This is an optimization exercise on Yosys and OpenROAD, whose aim is small area, a short achievable clock period and few clock cycles per item, not a production implementation. RTL that was checked went through simulation tests only; none was proved equivalent to the original. Power and IR drop assume default switching activity.

## pe8_feeder
module pe8_feeder #(
  parameter int N      = 32,
  parameter int Q      = 19,
  parameter int E8     = 10,
  parameter int PE_LAT = 3
) (
  input  logic            clk,
  input  logic            rst_n,
  input  logic            i_start,
  input  logic [E8-1:0]   i_cfg_en,
  output logic            o_busy,
  input  logic            i_s_valid,
  output logic            o_s_ready,
  input  logic [N-1:0]    i_s_data,
  input  logic [N-1:0]    i_s_weight,
  output logic [14*N-1:0] o_pe_in,
  output logic [14*N-1:0] o_pe_w,
  output logic [E8-1:0]   o_pe_en,
  input  logic [7*N-1:0]  i_pe_res,
  output logic            o_m_valid,
  input  logic            i_m_ready,
  output logic [N-1:0]    o_m_data,
  output logic            o_m_last,
  output logic            o_done
);
Size in the first run: ~1,400 flip-flops, ~1,200 I/O pins, about 0.046 mm^2 of cells after synthesis.
==> flow/config.mk <==
export PLATFORM = sky130hd
export DESIGN_NAME = pe8_feeder
export DESIGN_NICKNAME = pe8_feeder
export VERILOG_FILES = /design/flow/design.v
export SDC_FILE = /design/flow/constraint.sdc
export NUM_CORES = 4
export LEC_CHECK = 0
export CAP_MARGIN = 20
export CORE_MARGIN = 2
export CORE_UTILIZATION = 30
export CTS_BUF_LIST = sky130_fd_sc_hd__clkbuf_8 sky130_fd_sc_hd__clkbuf_16
export CTS_CLUSTER_DIAMETER = 100
export CTS_CLUSTER_SIZE = 25
export SETUP_SLACK_MARGIN = 1.95
export SLEW_MARGIN = 20
==> flow/constraint.sdc <==
create_clock -name core_clock -period 4.0 [get_ports {clk}]
set_input_delay 0.8000 -clock core_clock [delete_from_list [all_inputs] [get_ports {clk}]]
set_output_delay 0.8000 -clock core_clock [all_outputs]
set_load 0.01 [all_outputs]
standard.sh (not shown) runs the stock make flow with config.mk's settings and CLKGATE_MAP_FILE= SYNTH_SCRIPT=/design/flow/synth_recipe.tcl, a recipe that flattens the netlist after the stock synthesis.
==> flow/flow/run.sh <==
#!/bin/bash
# Standard ORFS layout with three changes: the pins of each data bit share a stretch of the die
# edge (flow/io.tcl, run just before pin placement), every port is buffered by buf_2 instead of
# the default delay-cell buffer, and repair may resize across cell footprints.
set -euo pipefail
bash standard.sh finish \
  "PRE_IO_PLACEMENT_TCL=$PWD/flow/io.tcl" \
  "BUFFER_PORTS_ARGS=-buffer_cell sky130_fd_sc_hd__buf_2" \
  MATCH_CELL_FOOTPRINT=0 > flow_make.log 2>&1
Other scripts of this flow, unchanged in this note and not shown: flow/flow/io.tcl
Testbench counts at the start, summed over its fixed seeds: cycles 3,394, jobs 320.
==> next run, changes <==
--- a/flow/flow/run.sh
+++ b/flow/flow/run.sh
@@ -8,2 +8,3 @@
   "BUFFER_PORTS_ARGS=-buffer_cell sky130_fd_sc_hd__buf_2" \
+  "PLACE_PINS_ARGS=-min_distance 1 -min_distance_in_tracks" \
   MATCH_CELL_FOOTPRINT=0 > flow_make.log 2>&1
CORE_AREA = 5 5 315 315   (was not set)
CORE_MARGIN = not set   (was 2)
CORE_UTILIZATION = not set   (was 30)
CTS_BUF_LIST = not set   (was sky130_fd_sc_hd__clkbuf_8 sky130_fd_sc_hd__clkbuf_16)
DIE_AREA = 0 0 320 320   (was not set)
PLACE_DENSITY = 0.65   (was not set)
=> The new run finished with timing, DRC and antenna clean. Global-route usage rose by 9.6 points. Clock-buffer cell count rose by 11. Synthesized cell count is unchanged. Sequential share of layout area rose by 1.1 points. Fmax fell by a few percent. Wire length rose by a few percent. Sequential power is about the same. Critical path depth does not change. Design area fell slightly. Area after synthesis stays the same.
==> next run, changes <==
--- a/flow/flow/run.sh
+++ b/flow/flow/run.sh
@@ -8,3 +8,2 @@
   "BUFFER_PORTS_ARGS=-buffer_cell sky130_fd_sc_hd__buf_2" \
-  "PLACE_PINS_ARGS=-min_distance 1 -min_distance_in_tracks" \
   MATCH_CELL_FOOTPRINT=0 > flow_make.log 2>&1
CORE_AREA = not set   (was 5 5 315 315)
CORE_MARGIN = 2   (was not set)
CORE_UTILIZATION = 30   (was not set)
DIE_AREA = not set   (was 0 0 320 320)
PLACE_DENSITY = not set   (was 0.65)
SLEW_MARGIN = 50   (was 20)
=> The new run produced a clean layout; worst setup slack is better by 0.030 ns; critical path depth does not change; die area goes up by 51%; sequential cell count does not change; global-route usage goes down by 9.6 points; routed wire length goes down by 5.6%.
==> next run, changes <==
SETUP_SLACK_MARGIN = 1.9   (was 1.95)
Result: Power barely changes. Hold slack improved by 0.081 ns. Die area stays the same. Sequential share of layout area rises by 0.32 points. Synthesized area does not change.

---

pe8_feeder again, from the RTL that the note above started with.
export LEC_CHECK = 0
export CAP_MARGIN = 20
export CORE_MARGIN = 2
export CORE_UTILIZATION = 30
export CTS_CLUSTER_DIAMETER = 100
export CTS_CLUSTER_SIZE = 25
export SETUP_SLACK_MARGIN = 1.95
export SLEW_MARGIN = 20
create_clock -name core_clock -period 4.0 [get_ports {clk}]
==> flow/flow/run.sh <==
#!/bin/bash
# Standard ORFS layout with three changes: the pins of each data bit share a stretch of the die
# edge (flow/io.tcl, run just before pin placement), every port is buffered by buf_2 instead of
# the default delay-cell buffer, and repair may resize across cell footprints.
set -euo pipefail
bash standard.sh finish \
  "PRE_IO_PLACEMENT_TCL=$PWD/flow/io.tcl" \
  "BUFFER_PORTS_ARGS=-buffer_cell sky130_fd_sc_hd__buf_2" \
  MATCH_CELL_FOOTPRINT=0 > flow_make.log 2>&1
Other scripts of this flow, unchanged in this note and not shown: flow/flow/io.tcl
Testbench counts at the start, summed over its fixed seeds: cycles 3,394, jobs 320.
Edit:
SLEW_MARGIN = 50   (was 20)
TNS_END_PERCENT = 5   (was unset)
Area after synthesis does not change.
Clock power is higher by about 0.9%.
Power increases by 0.82%.
Global-route usage climbs by 0.11 points.
Routed wire length went down by 0.80%.
Clock skew goes down by 0.0036 ns.

---

pe8_feeder, a different RTL version from the one above (not shown whole).
make LEC_CHECK=0 CAP_MARGIN=20 CORE_MARGIN=2 CORE_UTILIZATION=60 SLEW_MARGIN=20 finish   # period 4.0 ns
run.sh (not shown) runs the stock make flow with config.mk's settings and CLKGATE_MAP_FILE= SYNTH_SCRIPT=/design/flow/synth_recipe.tcl, a recipe that flattens the netlist after the stock synthesis.
Stock flow here: none of the scripts above is used.
The baseline ended with an error in I/O pin placement, error PPL-0024.
Testbench counts at the start, summed over its fixed seeds: cycles 3,394, jobs 320.
==> next run, changes <==
CORE_UTILIZATION = 30   (was 60)
CTS_BUF_LIST = sky130_fd_sc_hd__clkbuf_8   (was default)
CTS_CLUSTER_SIZE = 40   (was default)
SETUP_SLACK_MARGIN = 2.3   (was default)
Result: The changed run ran to the end with no violations. Synthesized cell count stays the same. Synthesized area is unchanged.
==> next run, changes <==
CTS_BUF_LIST = default   (was sky130_fd_sc_hd__clkbuf_8)
CTS_CLUSTER_SIZE = default   (was 40)
SETUP_SLACK_MARGIN = 1.65   (was 2.3)
=> Power decreases by 8.7%; routed wire length shrinks by 22%; die area is unchanged; fmax goes up by 7.1%; non-clock buffer count goes down by 383; via count drops by 12%; synthesized cell count stays the same; first-iteration DRC count goes down by 28%.
==> next run, changes <==
CORE_UTILIZATION = 50   (was 30)
SETUP_SLACK_MARGIN = 2.3   (was 1.65)
The changed run failed in I/O pin placement (PPL-0024).
Synthesized area stays the same.
Synthesized cell count is unchanged.

---

run A:
pe8_feeder, a different RTL version from the one above (not shown whole).
For scale: roughly 1400 flip-flops, roughly 45000 um2 of cells after synthesis.
Design pe8_feeder, start of the top module:
module pe8_feeder #(
  parameter int N      = 32,
  parameter int Q      = 19,
  parameter int E8     = 10,
  parameter int PE_LAT = 3
) (
  input  logic            clk,
  input  logic            rst_n,
  input  logic            i_start,
  input  logic [E8-1:0]   i_cfg_en,
  output logic            o_busy,
  input  logic            i_s_valid,
  output logic            o_s_ready,
  input  logic [N-1:0]    i_s_data,
  input  logic [N-1:0]    i_s_weight,
  output logic [14*N-1:0] o_pe_in,
  output logic [14*N-1:0] o_pe_w,
  output logic [E8-1:0]   o_pe_en,
  input  logic [7*N-1:0]  i_pe_res,
  output logic            o_m_valid,
  input  logic            i_m_ready,
  output logic [N-1:0]    o_m_data,
  output logic            o_m_last,
  output logic            o_done
);
clock: 4.0 ns
lec_check: 0
cap_margin: 20
core_margin: 2
core_utilization: 30
cts_cluster_diameter: 100
cts_cluster_size: 25
setup_slack_margin: 1.95
slew_margin: 50
tns_end_percent: 5
standard.sh (not shown) runs the stock make flow with config.mk's settings and CLKGATE_MAP_FILE= SYNTH_SCRIPT=/design/flow/synth_recipe.tcl, a recipe that flattens the netlist after the stock synthesis.
==> flow/flow/io.tcl <==
# Pin regions: the pins of each data bit b (i_s_data/i_s_weight[b], o_pe_in/o_pe_w[32*s+b],
# i_pe_res[32*w+b], o_m_data[b]) share one stretch of the die edge, so the registers of that
# bit sit next to their pins. The control pins get a stretch of their own.
set block [ord::get_db_block]
set dbu [[ord::get_db_tech] getDbUnitsPerMicron]
set die [$block getDieArea]
set W [expr {([$die xMax] - [$die xMin]) / double($dbu)}]
set H [expr {([$die yMax] - [$die yMin]) / double($dbu)}]

proc esc {name idx} { return "$name\[$idx\]" }

set groups {}
for {set b 0} {$b < 32} {incr b} {
  set pins {}
  lappend pins [esc i_s_data $b] [esc i_s_weight $b] [esc o_m_data $b]
  for {set s 0} {$s < 14} {incr s} {
    lappend pins [esc o_pe_in [expr {32 * $s + $b}]] [esc o_pe_w [expr {32 * $s + $b}]]
  }
  for {set w 0} {$w < 7} {incr w} { lappend pins [esc i_pe_res [expr {32 * $w + $b}]] }
  lappend groups $pins
}
set ctl {clk rst_n i_start o_busy i_s_valid o_s_ready o_m_valid i_m_ready o_m_last o_done}
for {set i 0} {$i < 10} {incr i} { lappend ctl [esc i_cfg_en $i] [esc o_pe_en $i] }
# control pins in the middle of the sequence, so they sit mid-way along an edge
set order [concat [lrange $groups 0 15] [list $ctl] [lrange $groups 16 31]]

# walk the edges: bottom (left to right), right (bottom to top), top (right to left), left (top to
# bottom); the vertical-layer pins of the bottom and top edges pack closer, so those edges take more
set counts {10 6 10 7}
set margin 4.0
set i 0
for {set side 0} {$side < 4} {incr side} {
  set cnt [lindex $counts $side]
  if {$side == 0 || $side == 2} { set len $W } else { set len $H }
  set step [expr {($len - 2 * $margin) / $cnt}]
  for {set k 0} {$k < $cnt} {incr k} {
    set pins [lindex $order $i]
    set a [expr {$margin + $k * $step}]
    set e [expr {$a + $step}]
    switch $side {
      0 { set reg "bottom:[format %.2f $a]-[format %.2f $e]" }
      1 { set reg "right:[format %.2f $a]-[format %.2f $e]" }
      2 { set reg "top:[format %.2f [expr {$len - $e}]]-[format %.2f [expr {$len - $a}]]" }
      3 { set reg "left:[format %.2f [expr {$len - $e}]]-[format %.2f [expr {$len - $a}]]" }
    }
    set_io_pin_constraint -region $reg -pin_names $pins
    incr i
  }
}
Scripts as last shown in full above: flow/flow/run.sh
Run A: all stages complete, timing, DRC and antenna checks passed
### run A -> run B
- TNS_END_PERCENT no longer set, was 5
- SETUP_SLACK_MARGIN now 1.9, was 1.95
==> run notes <==
- [compare] base=run A new=run B: aggregate routed wire length went down, setup slack after layout went down by 0.097 ns.
- As far as gate count after technology mapping goes, run A and run B are indistinguishable; the numbers are identical.
> inputs changed (run B -> run C)
- SETUP_SLACK_MARGIN: 1.9 -> 2.05
- TNS_END_PERCENT: unset -> 5
## What came out
- Power for run C: about 0.3% up relative to run B
- [compare] base=run B new=run C: total wire length higher, clock network power consumption roughly the same, flip-flop and latch share of the layout cell area roughly the same.
- Looking at run C and run B, the count of placed standard cells in the final layout, fillers left out is a wash.
- Per-cell routed wire length went up slightly going from run B to run C.
- Run C against run B: final setup slack of the worst path up 0.093 ns, register area roughly the same, clock power share shows a reduction of 0.2 points.
- Summary of run C over run B: detailed-routing iteration count for the pre-antenna-repair pass has increased, via count moved up.
Setup changes, run C to run D
- clearing TNS_END_PERCENT, which used to be 5
- swapping 2.05 for 1.95 in SETUP_SLACK_MARGIN
[summary]
- Shortest period the worst path allows: run D vs run C up 0.10 ns
- The run showing the smaller post-synthesis to final-layout area growth is run C.
- Delay of the slowest cell on the worst path delta for run D relative to run C: 0.08 ns higher
- The power share of the combinational group on run D is in line with that on run C.
- Routed wire length essentially unchanged between run D and run C.
Input changes introduced in run E (baseline for comparison: run D):
- setting CTS_BUF_LIST to sky130_fd_sc_hd__clkbuf_8 sky130_fd_sc_hd__clkbuf_16 for the first time
### Flow results
Slack of the critical path essentially unchanged between run E and run D.
Run E -> run D: switching power summed over all nets flat
Run E against run D: post-route fraction of the period consumed by the critical path now sits at about the same level; synthesized area now sits at about the same level; number of rows created at floorplan now sits at about the same level.
Between run E and run D, the difference in power is negligible.
The final layouts of run E and run D pass the timing, DRC and antenna checks.
Compared run E against run D; required time of the critical path within noise.
Comparing run D with run E, the detailed-route wire length per cell came out essentially unchanged.
Proportion of power drawn by the clock network of run D is on par with run E.
On cell count, run E and run D are neck and neck.
Function was not checked in any run of this note: the RTL went through the layout flow alone.

---

Setup of old:
pe8_feeder with an RTL version that a note above also has.
For scale: roughly 2200 cells after synthesis, about 1200 I/O pins.
make LEC_CHECK=0 CAP_MARGIN=20 CORE_MARGIN=2 CORE_UTILIZATION=30 SLEW_MARGIN=20 finish   # period 4.0 ns
run.sh (not shown) runs the stock make flow with config.mk's settings and CLKGATE_MAP_FILE= SYNTH_SCRIPT=/design/flow/synth_recipe.tcl, a recipe that flattens the netlist after the stock synthesis.
Stock flow here: none of the scripts above is used.
Testbench counts of old, summed over its fixed seeds: cycles 3,394, jobs 320.
[inputs] new vs old
- CTS_CLUSTER_SIZE newly set to 30
- CTS_CLUSTER_DIAMETER newly set to 100
- SETUP_SLACK_MARGIN newly set to 1.65
Results
The layout cell share with drive strength beyond 1 of new falls short of that of old by 2.2 points.
new against old: worst setup slack has increased; cell-internal power has decreased; aggregate global-route resource usage has decreased; layout-stage area growth over the synthesis result has decreased; switching share of total power has increased.
Summary of new over old: H-tree depth shrank by 2, core utilization shrank by 2.5 points.
old has a lower post-cts resize count than new.
Comparing new with old, the placed standard-cell area came out essentially unchanged.
Relative to old, the met3 routed wirelength measured on new has decreased by a little under 10%.

---

pe8_feeder, a different RTL version from the one above (not shown whole).
Size: roughly 2100 cells after synthesis, ~1300 flip-flops.
==> flow/config.mk <==
export PLATFORM = sky130hd
export DESIGN_NAME = pe8_feeder
export DESIGN_NICKNAME = pe8_feeder
export VERILOG_FILES = /design/flow/design.v
export SDC_FILE = /design/flow/constraint.sdc
export NUM_CORES = 4
export LEC_CHECK = 0
export CAP_MARGIN = 20
export CORE_MARGIN = 2
export CORE_UTILIZATION = 30
export CTS_CLUSTER_DIAMETER = 100
export CTS_CLUSTER_SIZE = 25
export SETUP_SLACK_MARGIN = 1.95
export SLEW_MARGIN = 20
==> flow/constraint.sdc <==
create_clock -name core_clock -period 4.0 [get_ports {clk}]
set_input_delay 0.8000 -clock core_clock [delete_from_list [all_inputs] [get_ports {clk}]]
set_output_delay 0.8000 -clock core_clock [all_outputs]
set_load 0.01 [all_outputs]
standard.sh (not shown) runs the stock make flow with config.mk's settings and CLKGATE_MAP_FILE= SYNTH_SCRIPT=/design/flow/synth_recipe.tcl, a recipe that flattens the netlist after the stock synthesis.
Scripts as last shown in full above: flow/flow/run.sh, flow/flow/io.tcl
Edit:
SLEW_MARGIN = 50   (was 20)
TNS_END_PERCENT = 5   (was unset)
Routed wire length fell slightly.
Synthesized area stays the same.
Utilization goes down by 0.98 points.
Sequential share of layout area climbs by 1.7 points.
Final cell count goes down slightly.
Final area decreases by a few percent.
Total power falls by a few percent.
Setup slack loses 45 ps.
Clock power grows slightly.
Sequential power went down by a few percent.
Synthesized cell count stays the same.
No functional check of the RTL was part of any run of this note.

---

Another version of the RTL of pe8_feeder (not shown whole).
Size: roughly 1,300 flip-flops, roughly 1,200 I/O pins, about 43,000 um2 of cells after synthesis.
Settings: LEC_CHECK=0, CAP_MARGIN=20, CORE_MARGIN=2, CORE_UTILIZATION=30, CTS_CLUSTER_DIAMETER=100, CTS_CLUSTER_SIZE=25, SETUP_SLACK_MARGIN=1.95, SLEW_MARGIN=50, TNS_END_PERCENT=5; clock period 4.0 ns.
Scripts as last shown in full above: flow/flow/run.sh, flow/flow/io.tcl
The first run ran to the end with no violations.
Next try:
--- a/flow/config.mk
+++ b/flow/config.mk
@@ -13,3 +13,2 @@
 export SETUP_SLACK_MARGIN = 1.95
-export SLEW_MARGIN = 50
-export TNS_END_PERCENT = 5
+export SLEW_MARGIN = 20
Effect: First-iteration DRC count rises by roughly a tenth. Sequential share of layout area falls by 2.5 points. Die area stays the same. Utilization goes up by 1.5 points. Routed wire length came out higher by a few percent. Clock skew grows by 0.011 ns. Total power rises by a few percent. Final cell count goes up by a few percent.
No functional check of the RTL was part of any run of this note.

-- port drivers added, routing unchanged --
No port has a modelled driver above. Below, the same layouts with a new extraction and two added sets of constraints. Step 1 sets driving cells, clkbuf_16 on the clock port and buf_2 on the other inputs (assumed; they add their load-dependent delay and slew). Step 2 moves the port delays by t, midway between the first and last clock arrival at a register: inputs arrive t later, outputs are due t later. That takes back most of the time a late clock gives input paths. a / b / c = no drivers / after step 1 / after step 2; a / b = the first two.
run | shift t [ns] | slack for setup (ns) | worst hold slack (ns) | worst setup path at the end
the first run of note 1 | 0.748 | 1.912 / 1.829 / 1.426 | 0.150 / 0.093 / 0.410 | input to register
the second run of note 1 | 0.723 | 1.864 / 1.793 / 1.492 | 0.148 / 0.164 / 0.417 | input to register
the third run of note 1 | 0.756 | 1.894 / 1.809 / 1.513 | 0.035 / -0.016 / 0.405 | input to register
the fourth run of note 1 | 0.750 | 1.815 / 1.733 / 1.434 | 0.115 / 0.063 / 0.409 | input to register
the first run of note 2 | 0.747 | 1.908 / 1.825 / 1.418 | 0.154 / 0.099 / 0.409 | input to register
the second run of note 2 | 0.752 | 1.817 / 1.736 / 1.531 | 0.280 / 0.239 / 0.412 | input to register
the second run of note 3 | 1.034 | 1.528 / 1.454 / 0.859 | 0.334 / 0.296 / 0.355 | input to register
the third run of note 3 | 0.824 | 1.693 / 1.621 / 0.906 | 0.393 / 0.393 / 0.393 | input to register
run A | 0.744 | 1.894 / 1.816 / 1.405 | 0.284 / 0.249 / 0.413 | input to register
run B | 0.744 | 1.797 / 1.715 / 1.427 | 0.293 / 0.255 / 0.398 | input to register
run C | 0.744 | 1.890 / 1.812 / 1.356 | 0.285 / 0.247 / 0.413 | input to register
run D | 0.763 | 1.790 / 1.704 / 1.391 | 0.260 / 0.231 / 0.404 | input to register
run E | 0.762 | 1.791 / 1.705 / 1.391 | 0.262 / 0.236 / 0.405 | input to register
old | 0.837 | 1.109 / 1.032 / 0.556 | 0.057 / 0.009 / 0.406 | input to register
new | 0.744 | 1.676 / 1.638 / 0.962 | 0.382 / 0.382 / 0.382 | input to register
the first run of note 6 | 0.752 | 1.838 / 1.754 / 1.291 | 0.060 / 0.118 / 0.418 | input to register
the second run of note 6 | 0.762 | 1.793 / 1.748 / 1.363 | 0.069 / 0.093 / 0.387 | input to register
the first run of note 7 | 0.738 | 1.770 / 1.769 / 1.269 | 0.075 / 0.099 / 0.407 | input to register
the second run of note 7 | 0.760 | 1.843 / 1.764 / 1.499 | 0.082 / 0.077 / 0.400 | input to register
After both steps every run listed still meets setup and hold. For the third run of note 3, which loses most, drivers alone change the setup slack by -0.072 ns; drivers and shift together by -0.787 ns.
